This is an optimization exercise on Yosys and OpenROAD, whose aim is small area and a short achievable clock period, not a production implementation. Where RTL was checked, it was by simulation tests only, not by an equivalence proof against the original. No activity file was given, so power comes from the tool's default toggle rates.

Setup of the baseline:
Design compressor_unit, start of the top module:
module compressor_unit
(
    input  logic              clock,
    input  logic              reset_n,
    input  logic [LINE_W-1:0] UnCompressedCache,
    output logic [LINE_W-1:0] CompressedCache,
    output logic [3:0]        Encoding,
    output logic [LINE_W-1:0] DeCompressedCache
);
    logic [3:0]    w_enc;
    logic [8:0]    w_sel;
    logic [95:0]   w_d8;
    logic [63:0]   w_d4;
    logic [63:0]   w_d2;
    cc_pkg::line_t r_line;
    logic [3:0]    r_enc;
    logic [8:0]    r_sel;
    logic [95:0]   r_d8;
    logic [63:0]   r_d4;
    logic [63:0]   r_d2;
    cc_pkg::line_t r_decomp;
    bdi_front u_front (
        .line (UnCompressedCache),
        .enc  (w_enc),
        .sel  (w_sel),
        .d8   (w_d8),
        .d4   (w_d4),
        .d2   (w_d2)
    );
    always_ff @(posedge clock or negedge reset_n) begin
        if (!reset_n) begin
            r_line   <= '0;
            r_enc    <= 4'd0;
            r_sel    <= '0;
            r_decomp <= '0;
        end else begin
            r_line   <= UnCompressedCache;
            r_enc    <= w_enc;
            r_sel    <= w_sel;
            r_decomp <= r_line;
        end
    end
    always_ff @(posedge clock) begin
        r_d8 <= w_d8;
  ...
For scale: ~4400 cells after synthesis.
clock: 12.0 ns
lec_check: 0
cap_margin: 20
core_margin: 2
core_utilization: 40
slew_margin: 20
synth_hierarchical: 1
standard.sh (not shown) runs the stock make flow with config.mk's settings and CLKGATE_MAP_FILE= SYNTH_SCRIPT=/design/flow/synth_recipe.tcl, a recipe that flattens the netlist after the stock synthesis.
==> flow/flow/run.sh <==
#!/bin/bash
# Layout flow: the standard synthesis and ORFS layout, with two changes to
# how the layout is made:
#  - ports are buffered with buf_2 instead of the delay cell buffer_ports picks;
#  - timing repair may change a cell's footprint and aims for a setup margin,
#    so the design is pushed below the clock period it must meet.
# Each step's full output goes to its own log in this folder (and ORFS keeps
# its per-stage logs under orfs/logs).
set -euo pipefail
MARGIN=${MARGIN:-8.5}
bash standard.sh synth > log_synth.txt 2>&1
export BUFFER_PORTS_ARGS="-buffer_cell sky130_fd_sc_hd__buf_2"
for step in floorplan place cts route finish; do
  bash standard.sh MATCH_CELL_FOOTPRINT=0 SETUP_SLACK_MARGIN=$MARGIN $step > log_$step.txt 2>&1
done
test -s out/final.def
> inputs changed (the baseline -> the candidate)
--- a/flow/flow/run.sh
+++ b/flow/flow/run.sh
@@ -8,5 +8,5 @@
 # its per-stage logs under orfs/logs).
 set -euo pipefail
-MARGIN=${MARGIN:-8.5}
+MARGIN=${MARGIN:-7.5}
 bash standard.sh synth > log_synth.txt 2>&1
 export BUFFER_PORTS_ARGS="-buffer_cell sky130_fd_sc_hd__buf_2"
Results
- Looking at first-pass GRT wire length, the candidate sits 11000 um below the baseline.
- When the candidate is set beside the baseline, its last weighted congestion value of the routability-driven placer turns out to be 0.025 smaller.
- The candidate vs. the baseline: register-to-register setup slack went down by 0.03 ns.
- Cmp the candidate and the baseline / number of vias in the routed layout / higher: the baseline
- Looking at power share of the combinational group, the candidate sits 2.5 points lower than the baseline does.
- Measured against each other, the candidate and the baseline differ in total power divided by cell area, the higher figure coming from the candidate.
- Compared with the baseline, in the candidate core utilization lower; peak per-stage delay on the critical path now sits higher.
- The candidate has completed all stages; timing, DRC and antenna checks passed.
No run of this note included a check of the RTL's function; only the layout flow was run.


exp/ember:
compressor_unit, a different RTL version from the one above (not shown whole).
For scale: ~4000 cells after synthesis, roughly 770 I/O pins, ~0.042 mm2 of cells after synthesis.
==> flow/config.mk <==
export PLATFORM = sky130hd
export DESIGN_NAME = compressor_unit
export DESIGN_NICKNAME = compressor_unit
export VERILOG_FILES = /design/flow/design.v
export SDC_FILE = /design/flow/constraint.sdc
export NUM_CORES = 8
export LEC_CHECK = 0
export CAP_MARGIN = 20
export CORE_MARGIN = 2
export CORE_UTILIZATION = 40
export CTS_BUF_LIST = sky130_fd_sc_hd__clkbuf_8 sky130_fd_sc_hd__clkbuf_16
export CTS_CLUSTER_DIAMETER = 60
export CTS_CLUSTER_SIZE = 20
export SLEW_MARGIN = 20
export SYNTH_HIERARCHICAL = 1
==> flow/constraint.sdc <==
create_clock -name core_clock -period 12.0 [get_ports {clock}]
set_input_delay 2.4000 -clock core_clock [delete_from_list [all_inputs] [get_ports {clock}]]
set_output_delay 2.4000 -clock core_clock [all_outputs]
set_load 0.01 [all_outputs]
==> flow/flow/run.sh <==
#!/bin/bash
# Layout flow: the standard synthesis and ORFS layout, with these changes to
# how the layout is made:
#  - the clock tree gets no dummy balancing loads;
#  - ports are buffered with buf_2 instead of the delay cell buffer_ports picks;
#  - timing repair may change a cell's footprint and aims for a setup margin,
#    so the design is pushed below the clock period it must meet.
# Each step's full output goes to its own log in this folder (and ORFS keeps
# its per-stage logs under orfs/logs).
set -euo pipefail
MARGIN=${MARGIN:-6.5}
bash standard.sh synth > log_synth.txt 2>&1
export BUFFER_PORTS_ARGS="-buffer_cell sky130_fd_sc_hd__buf_2"
# clock tree without the dummy loads CTS adds for balancing
export CTS_ARGS="-sink_clustering_enable -repair_clock_nets -dont_use_dummy_load -sink_clustering_size 20 -sink_clustering_max_diameter 60 -buf_list {sky130_fd_sc_hd__clkbuf_8 sky130_fd_sc_hd__clkbuf_16}"
for step in floorplan place cts route finish; do
  bash standard.sh MATCH_CELL_FOOTPRINT=0 SETUP_SLACK_MARGIN=$MARGIN $step > log_$step.txt 2>&1
done
test -s out/final.def
Input changes introduced in exp/maple (baseline for comparison: exp/ember):
- a change of CORE_UTILIZATION from 40 to 55
- an added PLACE_DENSITY of 0.7
==> flow/flow/run.sh <==
#!/bin/bash
# Layout flow: the standard synthesis and ORFS layout, with two changes to
# how the layout is made:
#  - ports are buffered with buf_2 instead of the delay cell buffer_ports picks;
#  - timing repair may change a cell's footprint and aims for a setup margin,
#    so the design is pushed below the clock period it must meet.
# Each step's full output goes to its own log in this folder (and ORFS keeps
# its per-stage logs under orfs/logs).
set -euo pipefail
MARGIN=${MARGIN:-6.8}
bash standard.sh synth > log_synth.txt 2>&1
export BUFFER_PORTS_ARGS="-buffer_cell sky130_fd_sc_hd__buf_2"
for step in floorplan place cts route finish; do
  bash standard.sh MATCH_CELL_FOOTPRINT=0 SETUP_SLACK_MARGIN=$MARGIN $step > log_$step.txt 2>&1
done
test -s out/final.def
Notes after the runs:
Largest vdd supply drop, exp/maple and exp/ember: smaller value in exp/ember. | sequential cell count of the final layout | exp/ember vs exp/maple | ≈ equal |. Comparing exp/maple against exp/ember, there is no change at all in synthesized net count. exp/maple ends up with a fill cell instance count of the final layout that is about 40% lower than in exp/ember.
Edits applied to the flow inputs when going from exp/maple to exp/cedar:
- clearing PLACE_DENSITY, which used to be 0.7
- swapping 55 for 40 in CORE_UTILIZATION
==> comparison <==
- Combined global-route utilization of all metal layers delta for exp/cedar relative to exp/maple: 12 points lower
- exp/maple has a lower total internal power than exp/cedar.
- Total power delta for exp/cedar relative to exp/maple: 6.7% higher
- Max utilization of the core after routing across exp/cedar and exp/maple: exp/maple
- The via count reported for exp/cedar is lower than the one for exp/maple.
- Compared to exp/maple, exp/cedar has power density of the placed cells about 5.3% higher.
- In summary, exp/cedar completed successfully, with a layout that passed the timing, DRC and antenna checks.
Input-level comparison between exp/onyx and exp/cedar:
- CTS_CLUSTER_DIAMETER: 60 -> unset
- CTS_BUF_LIST: sky130_fd_sc_hd__clkbuf_8 sky130_fd_sc_hd__clkbuf_16 -> unset
- CTS_CLUSTER_SIZE: 20 -> unset
==> flow/flow/run.sh <==
#!/bin/bash
# Layout flow: the standard synthesis and ORFS layout, with these changes to
# how the layout is made:
#  - the clock tree gets no dummy balancing loads;
#  - ports are buffered with buf_2 instead of the delay cell buffer_ports picks;
#  - timing repair may change a cell's footprint and aims for a setup margin,
#    so the design is pushed below the clock period it must meet.
# Each step's full output goes to its own log in this folder (and ORFS keeps
# its per-stage logs under orfs/logs).
set -euo pipefail
MARGIN=${MARGIN:-6.8}
bash standard.sh synth > log_synth.txt 2>&1
export BUFFER_PORTS_ARGS="-buffer_cell sky130_fd_sc_hd__buf_2"
# clock tree without the dummy loads CTS adds for balancing
export CTS_ARGS="-sink_clustering_enable -repair_clock_nets -dont_use_dummy_load -sink_clustering_size 20 -sink_clustering_max_diameter 60 -buf_list {sky130_fd_sc_hd__clkbuf_8} -root_buf sky130_fd_sc_hd__clkbuf_16"
for step in floorplan place cts route finish; do
  bash standard.sh MATCH_CELL_FOOTPRINT=0 SETUP_SLACK_MARGIN=$MARGIN $step > log_$step.txt 2>&1
done
test -s out/final.def
Results
- Compared with exp/cedar, in exp/onyx remaining number of nets flagged by the antenna check after routing flat; arrival time at the worst endpoint has increased; average wire per standard cell has increased; clock network power dropped 41%; relative contribution of the clock network to total power down 11 points.
- Of the two candidates, exp/cedar has the worse cell area and exp/onyx the better one.
- When exp/onyx is set beside exp/cedar, its final hold slack turns out to be 0.026 ns smaller.

==> what the ideal ports hide <==
The flow's constraints put no driver on any port. The routed layouts listed below were extracted and timed again, unchanged, in two steps.
Step 1, drivers: a clkbuf_16 drives clock and a buf_2 each remaining input, both assumed.
Step 2 moves the port delays by t, midway between the first and last clock arrival at a register: inputs arrive t later, outputs are due t later. That takes back most of the time a late clock gives input paths.
a / b / c = ideal / step 1 / step 2; a / b = the first two.
| run | t, ns | setup WS [ns] | worst data-port slew with drivers (ns) |
|---|---|---|---|
| the baseline | 0.770 | 6.441 / 6.455 / 5.685 | 0.12 |
| the candidate | 0.755 | 6.532 / 6.563 / 5.808 | 0.14 |
| exp/ember | 0.694 | 6.347 / 6.277 / 5.871 | 0.12 |
| exp/maple | 0.729 | 6.638 / 6.569 / 6.000 | 0.11 |
| exp/cedar | 0.722 | 6.731 / 6.663 / 6.050 | 0.13 |
| exp/onyx | 0.683 | 6.679 / 6.703 / 6.020 | 0.15 |
After both steps every run listed still meets setup and hold. The setup slack of the baseline, which loses most, moves by +0.014 ns with the drivers and by -0.756 ns with both steps.
